From an optimization exercise on the open Yosys and OpenROAD flow, aimed at small area, a short achievable clock period and few clock cycles per item; shortcuts taken in it are not production practice.
The RTL was checked by simulation tests, not by an equivalence proof against the original design.
Power is estimated from default activity; no workload was simulated.

--- design/flow/config.mk ---
export PLATFORM = sky130hd
export DESIGN_NAME = softmax_normalizer
export DESIGN_NICKNAME = softmax_normalizer
export VERILOG_FILES = /design/flow/design.v
export SDC_FILE = /design/flow/constraint.sdc
export NUM_CORES = 4
export LEC_CHECK = 0
export ABC_CLOCK_PERIOD_IN_PS = 3000
export CAP_MARGIN = 20
export CELL_PAD_IN_SITES_DETAIL_PLACEMENT = 1
export CORE_MARGIN = 2
export CORE_UTILIZATION = 40
export CTS_BUF_LIST = sky130_fd_sc_hd__clkbuf_16
export CTS_CLUSTER_DIAMETER = 80
export CTS_CLUSTER_SIZE = 20
export PLACE_DENSITY = 0.45
export SLEW_MARGIN = 20
--- design/flow/standard.sh ---
#!/bin/bash
# synth_recipe.tcl (not shown) runs the flow's synth.tcl, then flattens the netlist and writes it again
# the make line also repeats each setting of config.mk as NAME=value (left out here)
make -C /OpenROAD-flow-scripts/flow DESIGN_CONFIG=/design/flow/config.mk WORK_HOME=/design/flow/orfs CLKGATE_MAP_FILE= SYNTH_SCRIPT=/design/flow/synth_recipe.tcl "${@:-finish}"
--- design/flow/flow/run.sh ---
#!/bin/bash
# The standard layout (the standard.sh, standard synthesis unchanged), with
#  - every input and output port buffered by the smallest buffer (buf_1)
#    instead of the tool's default pick; the resizer still upsizes any port
#    buffer that needs more drive;
#  - repair_timing asked for a setup margin of 7.6 ns, so that it keeps
#    sizing and buffering paths until they are 7.6 ns inside the 11 ns clock.
# The SDC (clock period, I/O delays, loads) is the standard flow's, unchanged.
set -euo pipefail
export BUFFER_PORTS_ARGS="-buffer_cell sky130_fd_sc_hd__buf_1"
export SETUP_SLACK_MARGIN=7.6
bash standard.sh > make.log 2>&1
--- design/flow/design.v ---
package softmax_pkg;
    typedef enum logic [1:0] {
        ST_IDLE     = 2'd0,
        ST_WAIT_SUM = 2'd1,
        ST_DIV      = 2'd2,
        ST_SCALE    = 2'd3
    } state_e;
    localparam int unsigned IN_FRAC    = 12;
    localparam int unsigned SUM_FRAC   = 26;
    localparam int unsigned RECIP_FRAC = 16;
    localparam int unsigned OUT_FRAC   = 15;
    localparam int unsigned PROD_SHIFT = IN_FRAC + RECIP_FRAC - OUT_FRAC;
    localparam int unsigned SAT_EXP    = 10;
    localparam int unsigned SAT_THRESH = 1 << SAT_EXP;
endpackage
module recip_divider
#(
    parameter int unsigned SUM_W   = 32,
    parameter int unsigned RECIP_W = 32
) (
    input  logic               i_clk,
    input  logic               i_rst_n,
    input  logic               i_start,
    input  logic [SUM_W-1:0]   i_sum,
    input  logic               i_take,
    input  logic               i_abort,
    output logic               o_free,
    output logic               o_ready,
    output logic [RECIP_W-1:0] o_recip,
    output logic               o_sat
);
    logic        norm_q;      
    logic        run_q;       
    logic [31:0] div_q;
    logic [31:0] rem_q;
    logic [32:0] quot_q;
    logic        sat_q;
    logic        sat_n;
    logic        big16, big8;
    logic [31:0] rem_init;
    logic [32:0] quot_init;
    logic [32:0] trial;
    logic [32:0] diff;
    logic        ge;
    always_comb begin
        sat_n = (div_q[31:11] == '0) && (!div_q[10] || (div_q[9:0] == '0));
        big16 = |div_q[31:27];
        big8  = |div_q[31:19];
        rem_init     = '0;
        rem_init[26] = big16;
        rem_init[18] = big8 & ~big16;
        rem_init[10] = ~big8;
        quot_init     = '0;
        quot_init[16] = big16;
        quot_init[8]  = big8 & ~big16;
        quot_init[0]  = ~big8;
        trial = {rem_q, 1'b0};
        diff  = trial - {1'b0, div_q};
        ge    = ~diff[32];
    end
    always_ff @(posedge i_clk or negedge i_rst_n) begin
        if (!i_rst_n) begin
            norm_q <= 1'b0;
            run_q  <= 1'b0;
        end else begin
            norm_q <= i_start;
            if (i_abort) begin
                norm_q <= 1'b0;
                run_q  <= 1'b0;
            end else if (norm_q)
                run_q <= 1'b1;
            else if (i_take)
                run_q <= 1'b0;
        end
    end
    always_ff @(posedge i_clk) begin
        if (!norm_q && !run_q)
            div_q <= i_sum;
        rem_q <= norm_q ? rem_init : (ge ? diff[31:0] : trial[31:0]);
        if (norm_q) begin
            quot_q <= sat_n ? {1'b1, 32'hFFFF_FFFF} : quot_init;
            sat_q  <= sat_n;
        end else if (!quot_q[32]) begin
            quot_q <= {quot_q[31:0], ge};
        end
    end
    assign o_free  = !norm_q && !run_q;
    assign o_ready = run_q && quot_q[32];
    assign o_recip = quot_q[31:0];
    assign o_sat   = sat_q;
endmodule
module softmax_normalizer
#(
    parameter int unsigned N             = 32,
    parameter int unsigned IN_BIT_WIDTH  = 16,
    parameter int unsigned SUM_BIT_WIDTH = 32,
    parameter int unsigned RECIP_W       = 32,
    parameter int unsigned OUT_BIT_WIDTH = 16
) (
    input  logic                        i_clk,
    input  logic                        i_rst_n,
    input  logic                        i_vec_valid,
    output logic                        o_vec_ready,
    input  logic [IN_BIT_WIDTH*N-1:0]   i_data,
    input  logic                        i_sum_valid,
    input  logic [SUM_BIT_WIDTH-1:0]    i_sum,
    output logic                        o_valid,
    input  logic                        i_ready,
    output logic [OUT_BIT_WIDTH-1:0]    o_prob,
    output logic [$clog2(N)-1:0]        o_idx,
    output logic                        o_last,
    output logic                        o_busy,
    output logic                        o_recip_sat
);
    localparam int unsigned IDX_W = $clog2(N);
    logic [IN_BIT_WIDTH-1:0] xb_q [N];
    localparam int unsigned NG = 4;         
    localparam int unsigned GS = N / NG;
    logic [NG-1:0]           gfull_q;       
    logic                    full_q;        
    logic                    xb_new_q;      
    logic [GS-1:0]           rdl_q;         
    logic [NG-1:0]           rdg_q;         
    logic                    vbusy_q;       
    logic                    vready_q;      
    logic                    full_d, sk_v_d;
    logic                    accept;
    logic [7:0]              xa1_q;         
    logic [6:0]              xa2_q, xa3_q;
    logic                    xa_v_q;
    logic                    xa_wait_q;     
    logic [28:0]             cs0_q, cs1_q;
    logic                    cs_ovf_q;      
    logic                    cs_hi_q;       
    logic                    cs_rs_q;       
    logic                    cs_v_q;
    logic [OUT_BIT_WIDTH-1:0] prob_q, sk_prob_q;
    logic                    out_rs_q, sk_rs_q;
    logic                    out_v_q, sk_v_q;
    logic [IDX_W-1:0]        idx_q;
    logic [1:0]              nvec_q;
    logic                    last_q;        
    logic                    busy_q;        
    logic [28:0]             r_q, r3_q;
    logic                    rh_q, r3h_q;
    logic [RECIP_W+1:0]      div_r3;
    logic                    rs_q;
    logic                    r_next_q;      
    logic                    stall, push, xfer, xfer_last, out_take;
    logic                    cs_free, xa_go, xa_free;
    logic                    rd_go, byp_go, new0, r_load, has_r;
    logic [IN_BIT_WIDTH-1:0] rd_data, xa_raw;
    logic [7:0]              xa1_d;
    logic [6:0]              xa2_d, xa3_d;
    logic [28:0]             row0, row1;
    logic                    povf;
    logic                    phi;
    logic [OUT_BIT_WIDTH-1:0] prob_n;
    logic                    offer_q;       
    logic                    pend_q;        
    logic                    sum_offer, sum_later, abort;
    logic                    div_start, div_free, div_ready;
    logic [RECIP_W-1:0]      div_recip;
    logic                    div_sat;
    assign accept      = i_vec_valid & ~vbusy_q;
    assign o_vec_ready = vready_q;
    assign sum_offer = i_vec_valid & i_sum_valid & ~offer_q;
    assign sum_later = pend_q & i_sum_valid;
    assign div_start = div_free & (sum_offer | sum_later);
    assign abort     = accept & offer_q & ~i_sum_valid;
    recip_divider #(
        .SUM_W   (SUM_BIT_WIDTH),
        .RECIP_W (RECIP_W)
    ) u_div (
        .i_clk   (i_clk),
        .i_rst_n (i_rst_n),
        .i_start (div_start),
        .i_sum   (i_sum),
        .i_take  (r_load),
        .i_abort (abort),
        .o_free  (div_free),
        .o_ready (div_ready),
        .o_recip (div_recip),
        .o_sat   (div_sat)
    );
    always_comb begin
        stall     = out_v_q & sk_v_q;
        push      = cs_v_q & ~stall;
        cs_free   = ~cs_v_q | ~stall;
        xa_go     = xa_v_q & ~xa_wait_q & cs_free;
        xa_free   = ~xa_v_q | xa_go;
        rd_go     = full_q & xa_free;
        byp_go    = accept;
        new0      = accept;
        r_load    = div_ready & (~full_q | xb_new_q) & (xa_free | xa_wait_q);
        has_r     = ~abort & (r_next_q | r_load);
        full_d    = accept | (full_q & ~(rd_go & rdg_q[NG-1] & rdl_q[GS-1]));
        sk_v_d    = push ? (out_v_q & (~i_ready | sk_v_q)) : (sk_v_q & ~i_ready);
        div_r3    = {2'b00, div_recip} + {1'b0, div_recip, 1'b0};
        xfer      = out_v_q & i_ready;
        xfer_last = xfer & last_q;
        out_take  = ~out_v_q | i_ready;
        rd_data = '0;
        for (int g = 0; g < int'(NG); g++) begin
            logic [IN_BIT_WIDTH-1:0] gd;
            gd = '0;
            for (int l = 0; l < int'(GS); l++)
                if (g*GS + l > 0)
                    gd = gd | (xb_q[g*GS + l] & {IN_BIT_WIDTH{rdl_q[l]}});
            rd_data = rd_data | (gd & {IN_BIT_WIDTH{rdg_q[g]}});
        end
        xa_raw  = full_q ? rd_data : i_data[IN_BIT_WIDTH-1:0];
        for (int i = 0; i < 7; i++) begin
            xa1_d[i] = ~xa_raw[15] &  xa_raw[2*i] & ~xa_raw[2*i+1];
            xa2_d[i] = ~xa_raw[15] & ~xa_raw[2*i] &  xa_raw[2*i+1];
            xa3_d[i] = ~xa_raw[15] &  xa_raw[2*i] &  xa_raw[2*i+1];
        end
        xa1_d[7] = ~xa_raw[15] & xa_raw[14];
    end
    softmax_mul_s1 u_s1 (
        .i_s1   (xa1_q),
        .i_s2   (xa2_q),
        .i_s3   (xa3_q),
        .i_r    ({2'b00, rh_q, r_q}),
        .i_r3   ({4'b0000, r3h_q, r3_q}),
        .o_row0 (row0),
        .o_row1 (row1),
        .o_ovf  (povf),
        .o_sat  (phi)
    );
    softmax_mul_s2 u_s2 (
        .i_row0 (cs0_q),
        .i_row1 (cs1_q),
        .i_ovf  (cs_ovf_q),
        .i_sat  (cs_hi_q),
        .o_prob (prob_n)
    );
    always_ff @(posedge i_clk) begin
        for (int i = 1; i < int'(N); i++)
            if (~gfull_q[i / GS])
                xb_q[i] <= i_data[i*IN_BIT_WIDTH +: IN_BIT_WIDTH];
        if (xa_free) begin
            xa1_q <= xa1_d;
            xa2_q <= xa2_d;
            xa3_q <= xa3_d;
        end
        if (r_load) begin
            r_q   <= div_recip[28:0];
            rh_q  <= |div_recip[31:29];
            r3_q  <= div_r3[28:0];
            r3h_q <= |div_r3[33:29];
            rs_q <= div_sat;
        end
        if (cs_free) begin
            cs0_q    <= row0;
            cs1_q    <= row1;
            cs_ovf_q <= povf;
            cs_hi_q  <= phi;
            cs_rs_q  <= rs_q;
        end
        if (push) begin
            sk_prob_q <= prob_n;
            sk_rs_q   <= cs_rs_q;
        end
        if (out_take) begin
            prob_q   <= sk_v_q ? sk_prob_q : prob_n;
            out_rs_q <= sk_v_q ? sk_rs_q : cs_rs_q;
        end
        if (~full_q) begin
            rdl_q <= GS'(2);
            rdg_q <= NG'(1);
        end else if (rd_go) begin
            rdl_q <= {rdl_q[GS-2:0], rdl_q[GS-1]};
            if (rdl_q[GS-1])
                rdg_q <= {rdg_q[NG-2:0], rdg_q[NG-1]};
        end
    end
    always_ff @(posedge i_clk or negedge i_rst_n) begin
        if (!i_rst_n) begin
            full_q    <= 1'b0;
            gfull_q   <= '0;
            vbusy_q   <= 1'b1;
            vready_q  <= 1'b0;
            xb_new_q  <= 1'b0;
            xa_v_q    <= 1'b0;
            xa_wait_q <= 1'b0;
            r_next_q  <= 1'b0;
            cs_v_q    <= 1'b0;
            out_v_q   <= 1'b0;
            sk_v_q    <= 1'b0;
            idx_q     <= '0;
            last_q    <= 1'b0;
            nvec_q    <= '0;
            busy_q    <= 1'b0;
            offer_q   <= 1'b0;
            pend_q    <= 1'b0;
        end else begin
            full_q   <= full_d;
            vbusy_q  <= full_d | sk_v_d;
            vready_q <= ~full_d & ~sk_v_d;
            if (accept) begin
                gfull_q  <= '1;
            end else if (rd_go) begin
                for (int g = 0; g < int'(NG); g++)
                    if (rdg_q[g] && rdl_q[GS-1])
                        gfull_q[g] <= 1'b0;
            end
            if (accept)
                xb_new_q <= ~has_r;
            else if (r_load)
                xb_new_q <= 1'b0;
            if (xa_free)
                xa_v_q <= rd_go | byp_go;
            if (new0) begin
                xa_wait_q <= ~has_r;
                r_next_q  <= 1'b0;
            end else if (r_load) begin
                if (xa_wait_q)
                    xa_wait_q <= 1'b0;
                else
                    r_next_q  <= 1'b1;
            end
            if (cs_free)
                cs_v_q <= xa_go;
            if (out_take)
                out_v_q <= sk_v_q | push;
            sk_v_q <= sk_v_d;
            if (xfer) begin
                idx_q  <= idx_q + 1'b1;
                last_q <= (idx_q == IDX_W'(N - 2));
            end
            nvec_q <= nvec_q + {1'b0, accept} - {1'b0, xfer_last};
            busy_q <= (nvec_q + {1'b0, accept} - {1'b0, xfer_last}) != 2'd0;
            if (accept)
                offer_q <= 1'b0;
            else if (div_start && sum_offer)
                offer_q <= 1'b1;
            if (accept)
                pend_q <= ~i_sum_valid;
            else if (sum_later)
                pend_q <= 1'b0;
        end
    end
    assign o_valid     = out_v_q;
    assign o_prob      = prob_q;
    assign o_idx       = idx_q;
    assign o_last      = last_q;
    assign o_busy      = busy_q;
    assign o_recip_sat = out_rs_q;
endmodule
module softmax_mul_s1 (
    input  logic [7:0]  i_s1,     
    input  logic [6:0]  i_s2,     
    input  logic [6:0]  i_s3,     
    input  logic [31:0] i_r,
    input  logic [33:0] i_r3,     
    output logic [28:0] o_row0,
    output logic [28:0] o_row1,
    output logic [0:0]  o_ovf,   
    output logic        o_sat    
);
    logic [33:0] r1, r2;
    logic [33:0] h1, h2, h3;    
    logic [33:0] v [8];
    logic [28:0] pp0;
    logic [26:0] pp1;
    logic [24:0] pp2;
    logic [22:0] pp3;
    logic [20:0] pp4;
    logic [18:0] pp5;
    logic [16:0] pp6;
    logic [14:0] pp7;
    logic        hi;
    always_comb begin
        r1 = {2'b00, i_r};
        r2 = {1'b0, i_r, 1'b0};
        for (int i = 0; i < 8; i++)
            v[i] = (r1 & {34{i_s1[i]}})
                 | (i < 7 ? (r2 & {34{i_s2[i < 7 ? i : 0]}}) | (i_r3 & {34{i_s3[i < 7 ? i : 0]}}) : 34'd0);
        h1 = '0; h2 = '0; h3 = '0;
        h1[29] = |r1[33:29]; h2[29] = |r2[33:29]; h3[29] = |i_r3[33:29];
        h1[27] = |r1[33:27]; h2[27] = |r2[33:27]; h3[27] = |i_r3[33:27];
        h1[25] = |r1[33:25]; h2[25] = |r2[33:25]; h3[25] = |i_r3[33:25];
        h1[23] = |r1[33:23]; h2[23] = |r2[33:23]; h3[23] = |i_r3[33:23];
        h1[21] = |r1[33:21]; h2[21] = |r2[33:21]; h3[21] = |i_r3[33:21];
        h1[19] = |r1[33:19]; h2[19] = |r2[33:19]; h3[19] = |i_r3[33:19];
        h1[17] = |r1[33:17]; h2[17] = |r2[33:17]; h3[17] = |i_r3[33:17];
        h1[15] = |r1[33:15]; h2[15] = |r2[33:15]; h3[15] = |i_r3[33:15];
    end
    assign hi = |{(i_s1[0] & h1[29]), (i_s2[0] & h2[29]), (i_s3[0] & h3[29]), (i_s1[1] & h1[27]), (i_s2[1] & h2[27]), (i_s3[1] & h3[27]), (i_s1[2] & h1[25]), (i_s2[2] & h2[25]), (i_s3[2] & h3[25]), (i_s1[3] & h1[23]), (i_s2[3] & h2[23]), (i_s3[3] & h3[23]), (i_s1[4] & h1[21]), (i_s2[4] & h2[21]), (i_s3[4] & h3[21]), (i_s1[5] & h1[19]), (i_s2[5] & h2[19]), (i_s3[5] & h3[19]), (i_s1[6] & h1[17]), (i_s2[6] & h2[17]), (i_s3[6] & h3[17]), (i_s1[7] & h1[15])};
    assign pp0 = v[0][28:0];
    assign pp1 = v[1][26:0];
    assign pp2 = v[2][24:0];
    assign pp3 = v[3][22:0];
    assign pp4 = v[4][20:0];
    assign pp5 = v[5][18:0];
    assign pp6 = v[6][16:0];
    assign pp7 = v[7][14:0];
    wire hs1 = pp0[12] ^ pp1[10];
    wire hc2 = pp0[12] & pp1[10];
    wire fs3 = ((pp0[13] ^ pp1[11]) ? ~pp2[9] : pp2[9]);
    wire fc4 = ((pp0[13] ^ pp1[11]) ? pp2[9] : pp0[13]);
    wire fs5 = ((pp0[14] ^ pp1[12]) ? ~pp2[10] : pp2[10]);
    wire fc6 = ((pp0[14] ^ pp1[12]) ? pp2[10] : pp0[14]);
    wire hs7 = pp3[8] ^ pp4[6];
    wire hc8 = pp3[8] & pp4[6];
    wire fs9 = ((pp0[15] ^ pp1[13]) ? ~pp2[11] : pp2[11]);
    wire fc10 = ((pp0[15] ^ pp1[13]) ? pp2[11] : pp0[15]);
    wire fs11 = ((pp3[9] ^ pp4[7]) ? ~pp5[5] : pp5[5]);
    wire fc12 = ((pp3[9] ^ pp4[7]) ? pp5[5] : pp3[9]);
    wire fs13 = ((pp0[16] ^ pp1[14]) ? ~pp2[12] : pp2[12]);
    wire fc14 = ((pp0[16] ^ pp1[14]) ? pp2[12] : pp0[16]);
    wire fs15 = ((pp3[10] ^ pp4[8]) ? ~pp5[6] : pp5[6]);
    wire fc16 = ((pp3[10] ^ pp4[8]) ? pp5[6] : pp3[10]);
    wire fs17 = ((pp0[17] ^ pp1[15]) ? ~pp2[13] : pp2[13]);
    wire fc18 = ((pp0[17] ^ pp1[15]) ? pp2[13] : pp0[17]);
    wire fs19 = ((pp3[11] ^ pp4[9]) ? ~pp5[7] : pp5[7]);
    wire fc20 = ((pp3[11] ^ pp4[9]) ? pp5[7] : pp3[11]);
    wire fs21 = ((pp0[18] ^ pp1[16]) ? ~pp2[14] : pp2[14]);
    wire fc22 = ((pp0[18] ^ pp1[16]) ? pp2[14] : pp0[18]);
    wire fs23 = ((pp3[12] ^ pp4[10]) ? ~pp5[8] : pp5[8]);
    wire fc24 = ((pp3[12] ^ pp4[10]) ? pp5[8] : pp3[12]);
    wire fs25 = ((pp0[19] ^ pp1[17]) ? ~pp2[15] : pp2[15]);
    wire fc26 = ((pp0[19] ^ pp1[17]) ? pp2[15] : pp0[19]);
    wire fs27 = ((pp3[13] ^ pp4[11]) ? ~pp5[9] : pp5[9]);
    wire fc28 = ((pp3[13] ^ pp4[11]) ? pp5[9] : pp3[13]);
    wire fs29 = ((pp0[20] ^ pp1[18]) ? ~pp2[16] : pp2[16]);
    wire fc30 = ((pp0[20] ^ pp1[18]) ? pp2[16] : pp0[20]);
    wire fs31 = ((pp3[14] ^ pp4[12]) ? ~pp5[10] : pp5[10]);
    wire fc32 = ((pp3[14] ^ pp4[12]) ? pp5[10] : pp3[14]);
    wire fs33 = ((pp0[21] ^ pp1[19]) ? ~pp2[17] : pp2[17]);
    wire fc34 = ((pp0[21] ^ pp1[19]) ? pp2[17] : pp0[21]);
    wire fs35 = ((pp3[15] ^ pp4[13]) ? ~pp5[11] : pp5[11]);
    wire fc36 = ((pp3[15] ^ pp4[13]) ? pp5[11] : pp3[15]);
    wire fs37 = ((pp0[22] ^ pp1[20]) ? ~pp2[18] : pp2[18]);
    wire fc38 = ((pp0[22] ^ pp1[20]) ? pp2[18] : pp0[22]);
    wire fs39 = ((pp3[16] ^ pp4[14]) ? ~pp5[12] : pp5[12]);
    wire fc40 = ((pp3[16] ^ pp4[14]) ? pp5[12] : pp3[16]);
    wire fs41 = ((pp0[23] ^ pp1[21]) ? ~pp2[19] : pp2[19]);
    wire fc42 = ((pp0[23] ^ pp1[21]) ? pp2[19] : pp0[23]);
    wire fs43 = ((pp3[17] ^ pp4[15]) ? ~pp5[13] : pp5[13]);
    wire fc44 = ((pp3[17] ^ pp4[15]) ? pp5[13] : pp3[17]);
    wire fs45 = ((pp0[24] ^ pp1[22]) ? ~pp2[20] : pp2[20]);
    wire fc46 = ((pp0[24] ^ pp1[22]) ? pp2[20] : pp0[24]);
    wire fs47 = ((pp3[18] ^ pp4[16]) ? ~pp5[14] : pp5[14]);
    wire fc48 = ((pp3[18] ^ pp4[16]) ? pp5[14] : pp3[18]);
    wire fs49 = ((pp0[25] ^ pp1[23]) ? ~pp2[21] : pp2[21]);
    wire fc50 = ((pp0[25] ^ pp1[23]) ? pp2[21] : pp0[25]);
    wire fs51 = ((pp3[19] ^ pp4[17]) ? ~pp5[15] : pp5[15]);
    wire fc52 = ((pp3[19] ^ pp4[17]) ? pp5[15] : pp3[19]);
    wire fs53 = ((pp0[26] ^ pp1[24]) ? ~pp2[22] : pp2[22]);
    wire fc54 = ((pp0[26] ^ pp1[24]) ? pp2[22] : pp0[26]);
    wire fs55 = ((pp3[20] ^ pp4[18]) ? ~pp5[16] : pp5[16]);
    wire fc56 = ((pp3[20] ^ pp4[18]) ? pp5[16] : pp3[20]);
    wire fs57 = ((pp0[27] ^ pp1[25]) ? ~pp2[23] : pp2[23]);
    wire fc58 = ((pp0[27] ^ pp1[25]) ? pp2[23] : pp0[27]);
    wire fs59 = ((pp3[21] ^ pp4[19]) ? ~pp5[17] : pp5[17]);
    wire fc60 = ((pp3[21] ^ pp4[19]) ? pp5[17] : pp3[21]);
    wire fs61 = ((pp0[28] ^ pp1[26]) ? ~pp2[24] : pp2[24]);
    wire fc62 = ((pp0[28] ^ pp1[26]) ? pp2[24] : pp0[28]);
    wire fs63 = ((pp3[22] ^ pp4[20]) ? ~pp5[18] : pp5[18]);
    wire fc64 = ((pp3[22] ^ pp4[20]) ? pp5[18] : pp3[22]);
    wire hs65 = pp0[8] ^ pp1[6];
    wire hc66 = pp0[8] & pp1[6];
    wire fs67 = ((pp0[9] ^ pp1[7]) ? ~pp2[5] : pp2[5]);
    wire fc68 = ((pp0[9] ^ pp1[7]) ? pp2[5] : pp0[9]);
    wire fs69 = ((pp0[10] ^ pp1[8]) ? ~pp2[6] : pp2[6]);
    wire fc70 = ((pp0[10] ^ pp1[8]) ? pp2[6] : pp0[10]);
    wire hs71 = pp3[4] ^ pp4[2];
    wire hc72 = pp3[4] & pp4[2];
    wire fs73 = ((pp0[11] ^ pp1[9]) ? ~pp2[7] : pp2[7]);
    wire fc74 = ((pp0[11] ^ pp1[9]) ? pp2[7] : pp0[11]);
    wire fs75 = ((pp3[5] ^ pp4[3]) ? ~pp5[1] : pp5[1]);
    wire fc76 = ((pp3[5] ^ pp4[3]) ? pp5[1] : pp3[5]);
    wire fs77 = ((hs1 ^ pp2[8]) ? ~pp3[6] : pp3[6]);
    wire fc78 = ((hs1 ^ pp2[8]) ? pp3[6] : hs1);
    wire fs79 = ((pp4[4] ^ pp5[2]) ? ~pp6[0] : pp6[0]);
    wire fc80 = ((pp4[4] ^ pp5[2]) ? pp6[0] : pp4[4]);
    wire fs81 = ((hc2 ^ fs3) ? ~pp3[7] : pp3[7]);
    wire fc82 = ((hc2 ^ fs3) ? pp3[7] : hc2);
    wire fs83 = ((pp4[5] ^ pp5[3]) ? ~pp6[1] : pp6[1]);
    wire fc84 = ((pp4[5] ^ pp5[3]) ? pp6[1] : pp4[5]);
    wire fs85 = ((fc4 ^ fs5) ? ~hs7 : hs7);
    wire fc86 = ((fc4 ^ fs5) ? hs7 : fc4);
    wire fs87 = ((pp5[4] ^ pp6[2]) ? ~pp7[0] : pp7[0]);
    wire fc88 = ((pp5[4] ^ pp6[2]) ? pp7[0] : pp5[4]);
    wire fs89 = ((fc6 ^ hc8) ? ~fs9 : fs9);
    wire fc90 = ((fc6 ^ hc8) ? fs9 : fc6);
    wire fs91 = ((fs11 ^ pp6[3]) ? ~pp7[1] : pp7[1]);
    wire fc92 = ((fs11 ^ pp6[3]) ? pp7[1] : fs11);
    wire fs93 = ((fc10 ^ fc12) ? ~fs13 : fs13);
    wire fc94 = ((fc10 ^ fc12) ? fs13 : fc10);
    wire fs95 = ((fs15 ^ pp6[4]) ? ~pp7[2] : pp7[2]);
    wire fc96 = ((fs15 ^ pp6[4]) ? pp7[2] : fs15);
    wire fs97 = ((fc14 ^ fc16) ? ~fs17 : fs17);
    wire fc98 = ((fc14 ^ fc16) ? fs17 : fc14);
    wire fs99 = ((fs19 ^ pp6[5]) ? ~pp7[3] : pp7[3]);
    wire fc100 = ((fs19 ^ pp6[5]) ? pp7[3] : fs19);
    wire fs101 = ((fc18 ^ fc20) ? ~fs21 : fs21);
    wire fc102 = ((fc18 ^ fc20) ? fs21 : fc18);
    wire fs103 = ((fs23 ^ pp6[6]) ? ~pp7[4] : pp7[4]);
    wire fc104 = ((fs23 ^ pp6[6]) ? pp7[4] : fs23);
    wire fs105 = ((fc22 ^ fc24) ? ~fs25 : fs25);
    wire fc106 = ((fc22 ^ fc24) ? fs25 : fc22);
    wire fs107 = ((fs27 ^ pp6[7]) ? ~pp7[5] : pp7[5]);
    wire fc108 = ((fs27 ^ pp6[7]) ? pp7[5] : fs27);
    wire fs109 = ((fc26 ^ fc28) ? ~fs29 : fs29);
    wire fc110 = ((fc26 ^ fc28) ? fs29 : fc26);
    wire fs111 = ((fs31 ^ pp6[8]) ? ~pp7[6] : pp7[6]);
    wire fc112 = ((fs31 ^ pp6[8]) ? pp7[6] : fs31);
    wire fs113 = ((fc30 ^ fc32) ? ~fs33 : fs33);
    wire fc114 = ((fc30 ^ fc32) ? fs33 : fc30);
    wire fs115 = ((fs35 ^ pp6[9]) ? ~pp7[7] : pp7[7]);
    wire fc116 = ((fs35 ^ pp6[9]) ? pp7[7] : fs35);
    wire fs117 = ((fc34 ^ fc36) ? ~fs37 : fs37);
    wire fc118 = ((fc34 ^ fc36) ? fs37 : fc34);
    wire fs119 = ((fs39 ^ pp6[10]) ? ~pp7[8] : pp7[8]);
    wire fc120 = ((fs39 ^ pp6[10]) ? pp7[8] : fs39);
    wire fs121 = ((fc38 ^ fc40) ? ~fs41 : fs41);
    wire fc122 = ((fc38 ^ fc40) ? fs41 : fc38);
    wire fs123 = ((fs43 ^ pp6[11]) ? ~pp7[9] : pp7[9]);
    wire fc124 = ((fs43 ^ pp6[11]) ? pp7[9] : fs43);
    wire fs125 = ((fc42 ^ fc44) ? ~fs45 : fs45);
    wire fc126 = ((fc42 ^ fc44) ? fs45 : fc42);
    wire fs127 = ((fs47 ^ pp6[12]) ? ~pp7[10] : pp7[10]);
    wire fc128 = ((fs47 ^ pp6[12]) ? pp7[10] : fs47);
    wire fs129 = ((fc46 ^ fc48) ? ~fs49 : fs49);
    wire fc130 = ((fc46 ^ fc48) ? fs49 : fc46);
    wire fs131 = ((fs51 ^ pp6[13]) ? ~pp7[11] : pp7[11]);
    wire fc132 = ((fs51 ^ pp6[13]) ? pp7[11] : fs51);
    wire fs133 = ((fc50 ^ fc52) ? ~fs53 : fs53);
    wire fc134 = ((fc50 ^ fc52) ? fs53 : fc50);
    wire fs135 = ((fs55 ^ pp6[14]) ? ~pp7[12] : pp7[12]);
    wire fc136 = ((fs55 ^ pp6[14]) ? pp7[12] : fs55);
    wire fs137 = ((fc54 ^ fc56) ? ~fs57 : fs57);
    wire fc138 = ((fc54 ^ fc56) ? fs57 : fc54);
    wire fs139 = ((fs59 ^ pp6[15]) ? ~pp7[13] : pp7[13]);
    wire fc140 = ((fs59 ^ pp6[15]) ? pp7[13] : fs59);
    wire fs141 = ((fc58 ^ fc60) ? ~fs61 : fs61);
    wire fc142 = ((fc58 ^ fc60) ? fs61 : fc58);
    wire fs143 = ((fs63 ^ pp6[16]) ? ~pp7[14] : pp7[14]);
    wire fc144 = ((fs63 ^ pp6[16]) ? pp7[14] : fs63);
    wire hs145 = pp0[6] ^ pp1[4];
    wire hc146 = pp0[6] & pp1[4];
    wire fs147 = ((pp0[7] ^ pp1[5]) ? ~pp2[3] : pp2[3]);
    wire fc148 = ((pp0[7] ^ pp1[5]) ? pp2[3] : pp0[7]);
    wire fs149 = ((hs65 ^ pp2[4]) ? ~pp3[2] : pp3[2]);
    wire fc150 = ((hs65 ^ pp2[4]) ? pp3[2] : hs65);
    wire fs151 = ((hc66 ^ fs67) ? ~pp3[3] : pp3[3]);
    wire fc152 = ((hc66 ^ fs67) ? pp3[3] : hc66);
    wire fs153 = ((fc68 ^ fs69) ? ~hs71 : hs71);
    wire fc154 = ((fc68 ^ fs69) ? hs71 : fc68);
    wire fs155 = ((fc70 ^ hc72) ? ~fs73 : fs73);
    wire fc156 = ((fc70 ^ hc72) ? fs73 : fc70);
    wire fs157 = ((fc74 ^ fc76) ? ~fs77 : fs77);
    wire fc158 = ((fc74 ^ fc76) ? fs77 : fc74);
    wire fs159 = ((fc78 ^ fc80) ? ~fs81 : fs81);
    wire fc160 = ((fc78 ^ fc80) ? fs81 : fc78);
    wire fs161 = ((fc82 ^ fc84) ? ~fs85 : fs85);
    wire fc162 = ((fc82 ^ fc84) ? fs85 : fc82);
    wire fs163 = ((fc86 ^ fc88) ? ~fs89 : fs89);
    wire fc164 = ((fc86 ^ fc88) ? fs89 : fc86);
    wire fs165 = ((fc90 ^ fc92) ? ~fs93 : fs93);
    wire fc166 = ((fc90 ^ fc92) ? fs93 : fc90);
    wire fs167 = ((fc94 ^ fc96) ? ~fs97 : fs97);
    wire fc168 = ((fc94 ^ fc96) ? fs97 : fc94);
    wire fs169 = ((fc98 ^ fc100) ? ~fs101 : fs101);
    wire fc170 = ((fc98 ^ fc100) ? fs101 : fc98);
    wire fs171 = ((fc102 ^ fc104) ? ~fs105 : fs105);
    wire fc172 = ((fc102 ^ fc104) ? fs105 : fc102);
    wire fs173 = ((fc106 ^ fc108) ? ~fs109 : fs109);
    wire fc174 = ((fc106 ^ fc108) ? fs109 : fc106);
    wire fs175 = ((fc110 ^ fc112) ? ~fs113 : fs113);
    wire fc176 = ((fc110 ^ fc112) ? fs113 : fc110);
    wire fs177 = ((fc114 ^ fc116) ? ~fs117 : fs117);
    wire fc178 = ((fc114 ^ fc116) ? fs117 : fc114);
    wire fs179 = ((fc118 ^ fc120) ? ~fs121 : fs121);
    wire fc180 = ((fc118 ^ fc120) ? fs121 : fc118);
    wire fs181 = ((fc122 ^ fc124) ? ~fs125 : fs125);
    wire fc182 = ((fc122 ^ fc124) ? fs125 : fc122);
    wire fs183 = ((fc126 ^ fc128) ? ~fs129 : fs129);
    wire fc184 = ((fc126 ^ fc128) ? fs129 : fc126);
    wire fs185 = ((fc130 ^ fc132) ? ~fs133 : fs133);
    wire fc186 = ((fc130 ^ fc132) ? fs133 : fc130);
    wire fs187 = ((fc134 ^ fc136) ? ~fs137 : fs137);
    wire fc188 = ((fc134 ^ fc136) ? fs137 : fc134);
    wire fs189 = ((fc138 ^ fc140) ? ~fs141 : fs141);
    wire fc190 = ((fc138 ^ fc140) ? fs141 : fc138);
    wire hs191 = pp0[4] ^ pp1[2];
    wire hc192 = pp0[4] & pp1[2];
    wire fs193 = ((pp0[5] ^ pp1[3]) ? ~pp2[1] : pp2[1]);
    wire fc194 = ((pp0[5] ^ pp1[3]) ? pp2[1] : pp0[5]);
    wire fs195 = ((hs145 ^ pp2[2]) ? ~pp3[0] : pp3[0]);
    wire fc196 = ((hs145 ^ pp2[2]) ? pp3[0] : hs145);
    wire fs197 = ((hc146 ^ fs147) ? ~pp3[1] : pp3[1]);
    wire fc198 = ((hc146 ^ fs147) ? pp3[1] : hc146);
    wire fs199 = ((fc148 ^ fs149) ? ~pp4[0] : pp4[0]);
    wire fc200 = ((fc148 ^ fs149) ? pp4[0] : fc148);
    wire fs201 = ((fc150 ^ fs151) ? ~pp4[1] : pp4[1]);
    wire fc202 = ((fc150 ^ fs151) ? pp4[1] : fc150);
    wire fs203 = ((fc152 ^ fs153) ? ~pp5[0] : pp5[0]);
    wire fc204 = ((fc152 ^ fs153) ? pp5[0] : fc152);
    wire fs205 = ((fc154 ^ fs155) ? ~fs75 : fs75);
    wire fc206 = ((fc154 ^ fs155) ? fs75 : fc154);
    wire fs207 = ((fc156 ^ fs157) ? ~fs79 : fs79);
    wire fc208 = ((fc156 ^ fs157) ? fs79 : fc156);
    wire fs209 = ((fc158 ^ fs159) ? ~fs83 : fs83);
    wire fc210 = ((fc158 ^ fs159) ? fs83 : fc158);
    wire fs211 = ((fc160 ^ fs161) ? ~fs87 : fs87);
    wire fc212 = ((fc160 ^ fs161) ? fs87 : fc160);
    wire fs213 = ((fc162 ^ fs163) ? ~fs91 : fs91);
    wire fc214 = ((fc162 ^ fs163) ? fs91 : fc162);
    wire fs215 = ((fc164 ^ fs165) ? ~fs95 : fs95);
    wire fc216 = ((fc164 ^ fs165) ? fs95 : fc164);
    wire fs217 = ((fc166 ^ fs167) ? ~fs99 : fs99);
    wire fc218 = ((fc166 ^ fs167) ? fs99 : fc166);
    wire fs219 = ((fc168 ^ fs169) ? ~fs103 : fs103);
    wire fc220 = ((fc168 ^ fs169) ? fs103 : fc168);
    wire fs221 = ((fc170 ^ fs171) ? ~fs107 : fs107);
    wire fc222 = ((fc170 ^ fs171) ? fs107 : fc170);
    wire fs223 = ((fc172 ^ fs173) ? ~fs111 : fs111);
    wire fc224 = ((fc172 ^ fs173) ? fs111 : fc172);
    wire fs225 = ((fc174 ^ fs175) ? ~fs115 : fs115);
    wire fc226 = ((fc174 ^ fs175) ? fs115 : fc174);
    wire fs227 = ((fc176 ^ fs177) ? ~fs119 : fs119);
    wire fc228 = ((fc176 ^ fs177) ? fs119 : fc176);
    wire fs229 = ((fc178 ^ fs179) ? ~fs123 : fs123);
    wire fc230 = ((fc178 ^ fs179) ? fs123 : fc178);
    wire fs231 = ((fc180 ^ fs181) ? ~fs127 : fs127);
    wire fc232 = ((fc180 ^ fs181) ? fs127 : fc180);
    wire fs233 = ((fc182 ^ fs183) ? ~fs131 : fs131);
    wire fc234 = ((fc182 ^ fs183) ? fs131 : fc182);
    wire fs235 = ((fc184 ^ fs185) ? ~fs135 : fs135);
    wire fc236 = ((fc184 ^ fs185) ? fs135 : fc184);
    wire fs237 = ((fc186 ^ fs187) ? ~fs139 : fs139);
    wire fc238 = ((fc186 ^ fs187) ? fs139 : fc186);
    wire fs239 = ((fc188 ^ fs189) ? ~fs143 : fs143);
    wire fc240 = ((fc188 ^ fs189) ? fs143 : fc188);
    assign o_row0 = {fc238, fc236, fc234, fc232, fc230, fc228, fc226, fc224, fc222, fc220, fc218, fc216, fc214, fc212, fc210, fc208, fc206, fc204, fc202, fc200, fc198, fc196, fc194, hc192, hs191, pp0[3], pp0[2], pp0[1], pp0[0]};
    assign o_row1 = {fs239, fs237, fs235, fs233, fs231, fs229, fs227, fs225, fs223, fs221, fs219, fs217, fs215, fs213, fs211, fs209, fs207, fs205, fs203, fs201, fs199, fs197, fs195, fs193, pp2[0], pp1[1], pp1[0], 1'b0, 1'b0};
    assign o_ovf = {fc240};
    assign o_sat = |{hi, fc62, fc64, fc142, fc144, fc190};
endmodule
module softmax_mul_s2 (
    input  logic [28:0] i_row0,
    input  logic [28:0] i_row1,
    input  logic [0:0]  i_ovf,
    input  logic        i_sat,
    output logic [15:0] o_prob
);
    logic [28:0] a, b;
    logic [29:0] s;
    logic sat;
    assign a = {i_row0[28], i_row0[27], i_row0[26], i_row0[25], i_row0[24], i_row0[23], i_row0[22], i_row0[21], i_row0[20], i_row0[19], i_row0[18], i_row0[17], i_row0[16], i_row0[15], i_row0[14], i_row0[13], i_row0[12], i_row0[11], i_row0[10], i_row0[9], i_row0[8], i_row0[7], i_row0[6], i_row0[5], i_row0[4], i_row0[3], i_row0[2], i_row0[1], i_row0[0]};
    assign b = {i_row1[28], i_row1[27], i_row1[26], i_row1[25], i_row1[24], i_row1[23], i_row1[22], i_row1[21], i_row1[20], i_row1[19], i_row1[18], i_row1[17], i_row1[16], i_row1[15], i_row1[14], i_row1[13], i_row1[12], i_row1[11], i_row1[10], i_row1[9], i_row1[8], i_row1[7], i_row1[6], i_row1[5], i_row1[4], i_row1[3], i_row1[2], 1'b0, 1'b0};
    assign s = {1'b0, a} + {1'b0, b};
    assign sat = i_sat | (|i_ovf) | s[29];
    assign o_prob = sat ? 16'hFFFF : s[28:13];
endmodule
--- design/flow/constraint.sdc ---
create_clock -name core_clock -period 11.0 [get_ports {i_clk}]
set_input_delay 2.2000 -clock core_clock [delete_from_list [all_inputs] [get_ports {i_clk}]]
set_output_delay 2.2000 -clock core_clock [all_outputs]
set_load 0.01 [all_outputs]
==> metrics.md, run 1 <==
| Metric | Value |
|---|---|
| Min-Delay Path Depth | `0` |
| Dominant cell type by area after synthesis | `edfxtp_1` |
| Clock share of power | `25.2%` |
| Worst setup EP type | `output pin` |
| Switching Share | `between 30% and 40%` |
| WL/cell | `28.90 um` |
| Power Dens Cells | `between 150 and 200 nW/um2` |
| I/O Buffers | `574` |
| Layout Skew | `48.16 ps` |
| Overall power | `7.622 mW` |
| Layout cells sized above 1 | `6.926%` |
| Vias | `~28,000` |
| P_int | `about 5.3 mW` |
| Relative slew slack | `between 20% and 30%` |
| Clk buf depth | `3` |
| Tmin final | `~3500 ps` |
| DR iter-0 viols | `around 2,500` |
| Layout net count | `about 4,100` |
| Crit path max-delay cell type | `edfxtp_1` |
| Worst Hold End | `rs_q$_DFFE_PP_` |
| Final Non-Filler Cells | `4,791` |
| Detail Placement HPWL | `roughly 100,000 um` |
| Clk Latency, worst-skew pair | `between 600 and 700 ps` |
| RR Startpoint | `r3h_q$_DFFE_PP_` |
| Initial Util | `roughly two fifths` |
| # IOs | `575` |
| Lkg Pwr | `between 10 and 15 nW` |
| Number of synthesized flops with an enable pin | `734` |
| Hold buffer count at cts | `0` |
| Area of the core | `94,870 um2` |
| CTS root buffer | `clkbuf_16` |
| H-tree depth | `2` |
| Unrepaired setup endpoints after global routing | `true` |
| Die width | `roughly 310 um` |
| Psw | `~2.3 mW` |
| Gr busiest metal | `met2` |
| Maximum VDD drop | `about 0.13 mV` |
| Syn Area/Cell | `13.01 um2` |
| Gpl congestion | `0.9204` |
| Fin crit share | `31.61%` |
| Slowest stage delay, CP | `around 440 ps` |
| Reg2Reg Depth | `9` |
| FF-to-FF End | `cs_hi_q$_DFFE_PN_` |
| Hold_sp | `u_div.sat_q$_DFFE_PP_` |
| Setup Crit Path Kind | `register to output pin` |
| Yosys reg bits | `around 810` |
| R2r setup slk | `around 7700 ps` |
| WP data arrival | `about 1300 ps` |
| Cell count after synthesis | `2,944` |
| Overflow left after global routing | `0` |
| Net count after synthesis | `about 3,600` |
| Actual slew at the worst max-slew pin | `1137 ps` |
| Cell area after synthesis | `between 30,000 and 40,000 um2` |
| First-pass DRT Iterations | `10` |
| Fraction of registers with async set/reset | `around 3.2%` |
| Critical-path maximum fanout | `1` |
| Met3 global-route usage | `~5.1%` |
| Register area share after synthesis | `roughly three fifths` |
| Most frequent cells in the layout | `edfxtp_1 (734), buf_1 (550), a22oi_1 (272)` |
| Clock-pin slew on the worst setup and hold paths | `90 ps` |
| Tot GR Track Use | `about 27%` |
| Critical Path Source Type | `register` |
| Max cap viols | `0` |
| # DRC | `0` |
| Area Overhead vs Synth | `14.94%` |
| Met1 usage | `34.55%` |
| Final wirelength | `between 100,000 and 150,000 um` |
| Sequential fraction of design power | `a little under half` |
| Number of global-route vias before repair | `29,248` |
| CP delay by family, top | `flip-flops` |
| Largest net degree at the start of global routing | `between 80 and 90` |
| Post-DR vias/cell | `around 6` |
| Status | `complete, no violations` |
| Worst hold path type | `register to register` |
| CP cell instances | `clkbuf_2` |
| Setup TNS | `0 ps` |
| Final setup viols | `0` |
| Antenna-violating nets left | `0` |
| Logic pwr share | `~27%` |
| Final Util | `46.39%` |
| Unique cell type count in the Yosys netlist | `73` |
| Max frequency | `approximately 0.29 GHz` |
| Clock Sinks | `roughly 810` |
| Commonest non-fill, non-tap cell in the layout | `edfxtp_1` |
| Crit path buf inv count | `1` |
| Largest cells by area after synthesis | `edfxtp_1 (58%), a22oi_1 (5.3%), xnor2_1 (4.5%), a222oi_1 (4.0%), ha_1 (3.3%)` |
| First-pass GRT wire length | `200,000 um` |
| Die area | `between 90,000 and 100,000 um2` |
| GR Util met2 | `between 40% and 50%` |
| Max Slew Vio Count | `0` |
| FP Rows | `113` |
| Top cell type's share of synthesized area | `around 58%` |
| Initial antenna violation count | `64` |
| TritonCTS buffer count | `~50` |
| Die height | `313.4 um` |
| CTS tree | `built` |
| # placed instances | `4,629` |
| Final hold vios | `0` |
| Primary FF master, synth | `edfxtp_1` |
| Worst endpoint required time | `about 8800 ps` |
| YS warnings | `5` |
## worst reg2reg max path, delay by kind of cell (launching register included)
family / cells / cell delay, ps
compound gates: 2 / 390
simple gates: 7 / 2250
flops: 1 / 410
## through the flow
stage	instance area (um2)	hold slack, ps	setup slack [ps]
floorplan	38300	400.3	7610
global placement	41630	433.9	6940
detailed placement	41630	446.8	6844
CTS	43510	465.8	7456
global route	43990	461.0	7472
finish	44010	459.0	7523
## cell usage after synthesis, types with 27 or more instances
| library cell | number |
|---|---|
| dfxtp_1 | 45 |
| nand2_1 | 162 |
| nor2_1 | 138 |
| a222oi_1 | 153 |
| ha_1 | 101 |
| nand3_1 | 53 |
| a21oi_1 | 119 |
| xnor2_1 | 196 |
| edfxtp_1 | 734 |
| nand4_1 | 64 |
| a22oi_1 | 272 |
| a21o_1 | 63 |
| clkbuf_1 | 139 |
| inv_1 | 100 |
| o21ai_0 | 84 |
| xor2_1 | 62 |
| buf_1 | 35 |
| maj3_1 | 73 |
| nor3_1 | 27 |
## what timing repair did
action                                 4_1_cts  5_1_grt
setup endpoints to repair                  104       82
resized for setup                           42       43
buffers inserted                            26       19
endpoints found under the hold margin        0        0
pin swaps                                    5       10
cloned                                       2        0
## power groups by stage
stage | clock network, mW | registers [mW] | logic [mW]
after floorplan | 0 | 3.68 | 1.35
after global placement | 0 | 3.73 | 1.79
after detailed placement | 0 | 3.74 | 1.84
after CTS | 1.98 | 3.66 | 1.95
after global routing | 2.06 | 3.68 | 2.27
final | 1.92 | 3.66 | 2.04
## worst max-delay path by stage
stage | end | from | cells after the start | slack (ps)
after global placement | u_div.rem_q[18]$_DFF_P_ | u_div.div_q[0]$_DFFE_PP_ | 10 | 6940
after CTS | o_valid | out_v_q$_DFFE_PN0P_ | 1 | 7460
after detailed placement | u_div.rem_q[18]$_DFF_P_ | u_div.div_q[0]$_DFFE_PP_ | 10 | 6840
after global routing | o_valid | out_v_q$_DFFE_PN0P_ | 1 | 7470
final | o_prob[13] | prob_q[13]$_DFFE_PP_ | 1 | 7520
after floorplan | busy_q$_DFF_PN0_ | i_ready | 7 | 7610
## sequential cells by signal, summed over array words and instances, names as in the netlist, 2 cells and up
register,count
xb_q,496
xa1_q,8
rdl_q,8
u_div.div_q,32
gfull_q,4
r3_q,28
sk_prob_q,16
cs1_q,27
u_div.rem_q,32
nvec_q,2
prob_q,16
u_div.quot_q,33
r_q,29
xa3_q,7
rdg_q,4
cs0_q,27
idx_q,5
xa2_q,7
## metal layers
| metal | up-vias | wire, um |
|---|---|---|
| met5 | - | 279 |
| met4 | 42 | 3891 |
| met1 | 14257 | 55680 |
| met2 | 995 | 69690 |
| met3 | 211 | 8905 |
| li1 | 12647 | - |
## cells by family (layout without fill, tap and decap cells)
logic type                 after synthesis  after routing  synth area share, %
xor gates and xnor gates               258            258                5.902
AOI/OAI and AO/OA                      833            834                16.12
muxes                                   25             25               0.7059
DFF                                    805            805                61.62
and+or+nand+nor                        556            557                6.938
adders and majority gates              188            188                5.941
buffers and inverters                  279            827                2.768
other                                    0             32                    0
## area by class of cell
cell class              instances  area (um2)
multi-input cells            1862       13980
fillers                      9981       50860
clock inverters                33       245.2
repair buffers                645        2885
inverters                     100       386.6
diodes                         32       80.08
well taps                    1265        1583
clock buffers                  49        1226
flip-flops and latches        805       23630
Testbench counts, summed over its fixed seeds: cycles 12,456, vectors 384.
==> run 2, diff against run 1 <==
==> design/flow/flow/run.sh (replaced) <==
#!/bin/bash
# The standard layout (the standard.sh, standard synthesis unchanged), with
#  - every input and output port buffered by the smallest buffer (buf_1)
#    instead of the tool's default pick; the resizer still upsizes any port
#    buffer that needs more drive;
#  - repair_timing asked for a setup margin of 7.5 ns, so that it keeps
#    sizing and buffering paths until they are 7.5 ns inside the 11 ns clock.
# The SDC (clock period, I/O delays, loads) is the standard flow's, unchanged.
set -euo pipefail
export BUFFER_PORTS_ARGS="-buffer_cell sky130_fd_sc_hd__buf_1"
export SETUP_SLACK_MARGIN=7.5
bash standard.sh > make.log 2>&1
==> run 2 against run 1 <==
Against the previous run: still clean; wire length barely moved; critical path depth unchanged; cell count shrank 0.21%; sequential power about the same; clock skew grew 3.3 ps; final area fell by 0.58%; largest power group unchanged.
==> metrics.md, run 2 <==
| Metric | Value |
|---|---|
| Layout Skew | `51.45 ps` |
| Largest register FFs | `around 500` |
| # DRC | `0` |
| Cell area after synthesis | `38,290 um2` |
| CTS tree | `built` |
| Slowest stage delay, CP | `between 400 and 500 ps` |
| First-pass DRT Iterations | `11` |
| Overflow left after global routing | `0` |
| Critical-path maximum fanout | `2` |
| Power Dens Cells | `~170 nW/um2` |
| Initial Util | `about two fifths` |
| Net count after synthesis | `around 3,600` |
| Setup TNS | `0 ps` |
| Number of global-route vias before repair | `between 20,000 and 30,000` |
| Min-Delay Path Depth | `0` |
| Met1 usage | `between 30% and 40%` |
| Maximum VDD drop | `0.2020 mV` |
| Final hold vios | `0` |
| Worst Hold End | `rs_q$_DFFE_PP_` |
| Worst hold path type | `register to register` |
| Vias | `around 28,000` |
| Relative slew slack | `between 20% and 30%` |
| Final wirelength | `about 140,000 um` |
| Antenna-violating nets left | `0` |
| Final instance area | `43,750 um2` |
| Actual slew at the worst max-slew pin | `1109 ps` |
| CP cell instances | `buf_6` |
| Post-DR vias/cell | `between 5 and 6` |
| Crit path buf inv count | `1` |
| Cell with the most instances after synthesis | `edfxtp_1` |
| Die height | `313.4 um` |
| Final Util | `between 40% and 50%` |
| Hold buffer count at cts | `0` |
| First-pass GRT wire length | `~200,000 um` |
| # IOs | `~580` |
| Fraction of registers with async set/reset | `3.230%` |
| Die area | `98,210 um2` |
| FF-to-FF End | `u_div.rem_q[25]$_SDFF_PP0_` |
| Clk Latency, worst-skew pair | `around 680 ps` |
| Final setup viols | `0` |
| Gpl congestion | `about 0.90` |
| Largest net degree at the start of global routing | `77` |
| Hold_sp | `u_div.sat_q$_DFFE_PP_` |
| Reg2Reg Depth | `12` |
| Gr busiest metal | `met2` |
| Unique cell type count in the Yosys netlist | `73` |
| Most frequent cells in the layout | `edfxtp_1 (734), buf_1 (566), a22oi_1 (272)` |
| Cell count after synthesis | `around 2,900` |
| Top cell type's share of synthesized area | `57.57%` |
| Largest cells by area after synthesis | `edfxtp_1 (58%), a22oi_1 (5.3%), xnor2_1 (4.5%), a222oi_1 (4.0%), ha_1 (3.3%)` |
| Layout net count | `slightly above 4,000` |
| Max Slew Vio Count | `0` |
| Lkg Pwr | `approximately 15 nW` |
| Number of synthesized flops with an enable pin | `734` |
| Post-synth top cells | `edfxtp_1 (734), a22oi_1 (272), xnor2_1 (196)` |
| Unrepaired setup endpoints after global routing | `true` |
| Crit path max-delay cell type | `dfrtp_2` |
| GR Util met2 | `between 40% and 50%` |
| WP data arrival | `roughly 1300 ps` |
| Max cap viols | `0` |
| Met3 global-route usage | `about 5.1%` |
| Layout cells sized above 1 | `5.727%` |
| Yosys reg bits | `~810` |
| Primary FF master, synth | `edfxtp_1` |
| I/O Buffers | `574` |
| Clock Sinks | `about 800` |
| Top reg by flops | `xb_q` |
| CTS root buffer | `clkbuf_16` |
| Max frequency | `between 0.2 and 0.3 GHz` |
| H-tree depth | `2` |
| Register area share after synthesis | `61.62%` |
| Detail Placement HPWL | `between 100,000 and 150,000 um` |
| FP Rows | `between 100 and 150` |
| Status | `complete, no violations` |
| Area of the core | `94,870 um2` |
| Placed instance area | `between 40,000 and 50,000 um2` |
| CP delay by family, top | `flip-flops` |
| Die width | `313.4 um` |
| Fin crit share | `between 30% and 40%` |
| Commonest non-fill, non-tap cell in the layout | `edfxtp_1` |
| DR iter-0 viols | `approximately 2,900` |
| Clk buf depth | `3` |
| Clock-pin slew on the worst setup and hold paths | `approximately 90 ps` |
| R2r setup slk | `approximately 7600 ps` |
| Setup Crit Path Kind | `register to output pin` |
| Worst setup EP type | `output pin` |
| WL/cell | `between 20 and 30 um` |
| Syn Area/Cell | `13.01 um2` |
| Tot GR Track Use | `a little over a quarter` |
| Critical Path Source Type | `register` |
| Tmin final | `between 3000 and 4000 ps` |
| Initial antenna violation count | `66` |
| Worst endpoint required time | `8800 ps` |
| Dominant cell type by area after synthesis | `edfxtp_1` |
| RR Startpoint | `u_div.div_q[2]$_DFFE_PP_` |
| Area Overhead vs Synth | `14.28%` |
| Biggest regs | `xb_q x496, u_div.quot_q x33` |
| TritonCTS buffer count | `50` |
| YS warnings | `5` |
[run 2: cell types whose count changed in the layout (fill, tap and decap cells not counted), sizes merged]
cell,delta
clkbuf,-11
inv,+9
diode,-8
clkinv,+2
clkinvlp,-2
buf,+1
bufinv,-1
[run 2: logic make-up (layout without fill, tap and decap cells)]
| kind of cell | Yosys count | after routing | synth area share (%) |
|---|---|---|---|
| fa+ha+maj | 188 | 188 | 5.941 |
| compound gates | 833 | 834 | 16.12 |
| xor+xnor | 258 | 258 | 5.902 |
| mux | 25 | 25 | 0.7059 |
| flops | 805 | 805 | 61.62 |
| simple gates | 556 | 557 | 6.938 |
| buf+inv | 279 | 825 | 2.768 |
| other cells | 0 | 24 | 0 |
[run 2: layout make-up]
class / count / area, um2
Antenna cell: 24 / 60.06
Fill cell: 9983 / 51120
Tap cell: 1265 / 1583
Timing Repair Buffer: 633 / 2725
Inverter: 100 / 386.6
Clock inverter: 41 / 261.5
Multi-Input combinational cell: 1862 / 13840
Clock buffer: 51 / 1276
Sequential cell: 805 / 23620
[run 2: timing repair]
item / in CTS / in global routing
setup buffers: 13 / 20
pin swaps: 4 / 10
setup endpoints to repair: 86 / 74
gates resized for setup: 21 / 18
cloned: 2 / 1
[run 2: worst max-delay path by stage]
stage | slack, ps | cells after the start | startpoint | end
detailed placement | 6900 | 10 | u_div.div_q[0]$_DFFE_PP_ | u_div.quot_q[0]$_DFFE_PP_
global route | 7440 | 12 | u_div.div_q[2]$_DFFE_PP_ | u_div.rem_q[25]$_SDFF_PP0_
floorplan | 7570 | 7 | i_ready | busy_q$_DFF_PN0_
CTS | 7470 | 1 | idx_q[1]$_DFFE_PN0P_ | o_idx[1]
finish | 7530 | 1 | out_v_q$_DFFE_PN0P_ | o_valid
global placement | 7070 | 10 | u_div.div_q[0]$_DFFE_PP_ | u_div.rem_q[18]$_DFF_P_
[run 2: where the power goes]
| part | total (mW) | internal, mW | switching [mW] |
|---|---|---|---|
| clock network | 1.96 | 0.866 | 1.09 |
| registers | 3.66 | 3.54 | 0.118 |
| logic | 2.00 | 0.843 | 1.16 |
| total | 7.62 | 5.25 | 2.37 |
[run 2: worst reg2reg max path, stage by stage (launching register included)]
cell and delay (ps):
edfxtp_1 390, inv_1 80, ha_1 270, nor2b_4 160, o31ai_2 260, a31o_1 240, a211o_1 200, a211o_1 250
a21oi_4 130, o31a_4 370, buf_4 230, or4_1 570, a21oi_1 180
[run 2: through the flow]
step                      instances  setup WS [ps]  total power [mW]  hold slack, ps
after detailed placement       4627           6903             5.594           435.9
final                          4781           7530             7.616           461.8
after CTS                      4734           7471             7.617           466.9
after floorplan                2944           7570             5.026           400.3
after global routing           4775           7439             7.994           488.8
after global placement         4627           7073             5.535           425.8
[run 2: per-layer routing]
metal | vias to the layer above | part of all wire [%]
met4 | 46 | 2.9
met1 | 14386 | 40
met3 | 229 | 6.2
li1 | 12619 | -
met2 | 962 | 50
met5 | - | 0.21

[afterwards: timing with drivers on the ports]
No port has a modelled driver above. Below, the same layouts with a new extraction and two added sets of constraints. Step 1 sets driving cells, clkbuf_16 on the clock port and buf_2 on the other inputs (assumed; they add their load-dependent delay and slew). Step 2 adds t to the input delays and takes it off the output delays; t is the mean of the earliest and latest rising clock arrival at the registers after step 1. Input paths then give back, and output paths get back, about the clock's delay inside the block. Three values: ideal, step 1, step 2; two values: the first two.
run | shift t [ns] | setup WS [ns] | slew at the worst register clock pin (ns)
run 1 | 0.735 | 7.523 / 7.454 / 7.098 | 0.09 / 0.09
run 2 | 0.728 | 7.530 / 7.460 / 7.161 | 0.09 / 0.09
After both steps setup and hold are still met in every run listed. For run 1, which loses most, drivers alone change the setup slack by -0.069 ns; drivers and shift together by -0.425 ns.
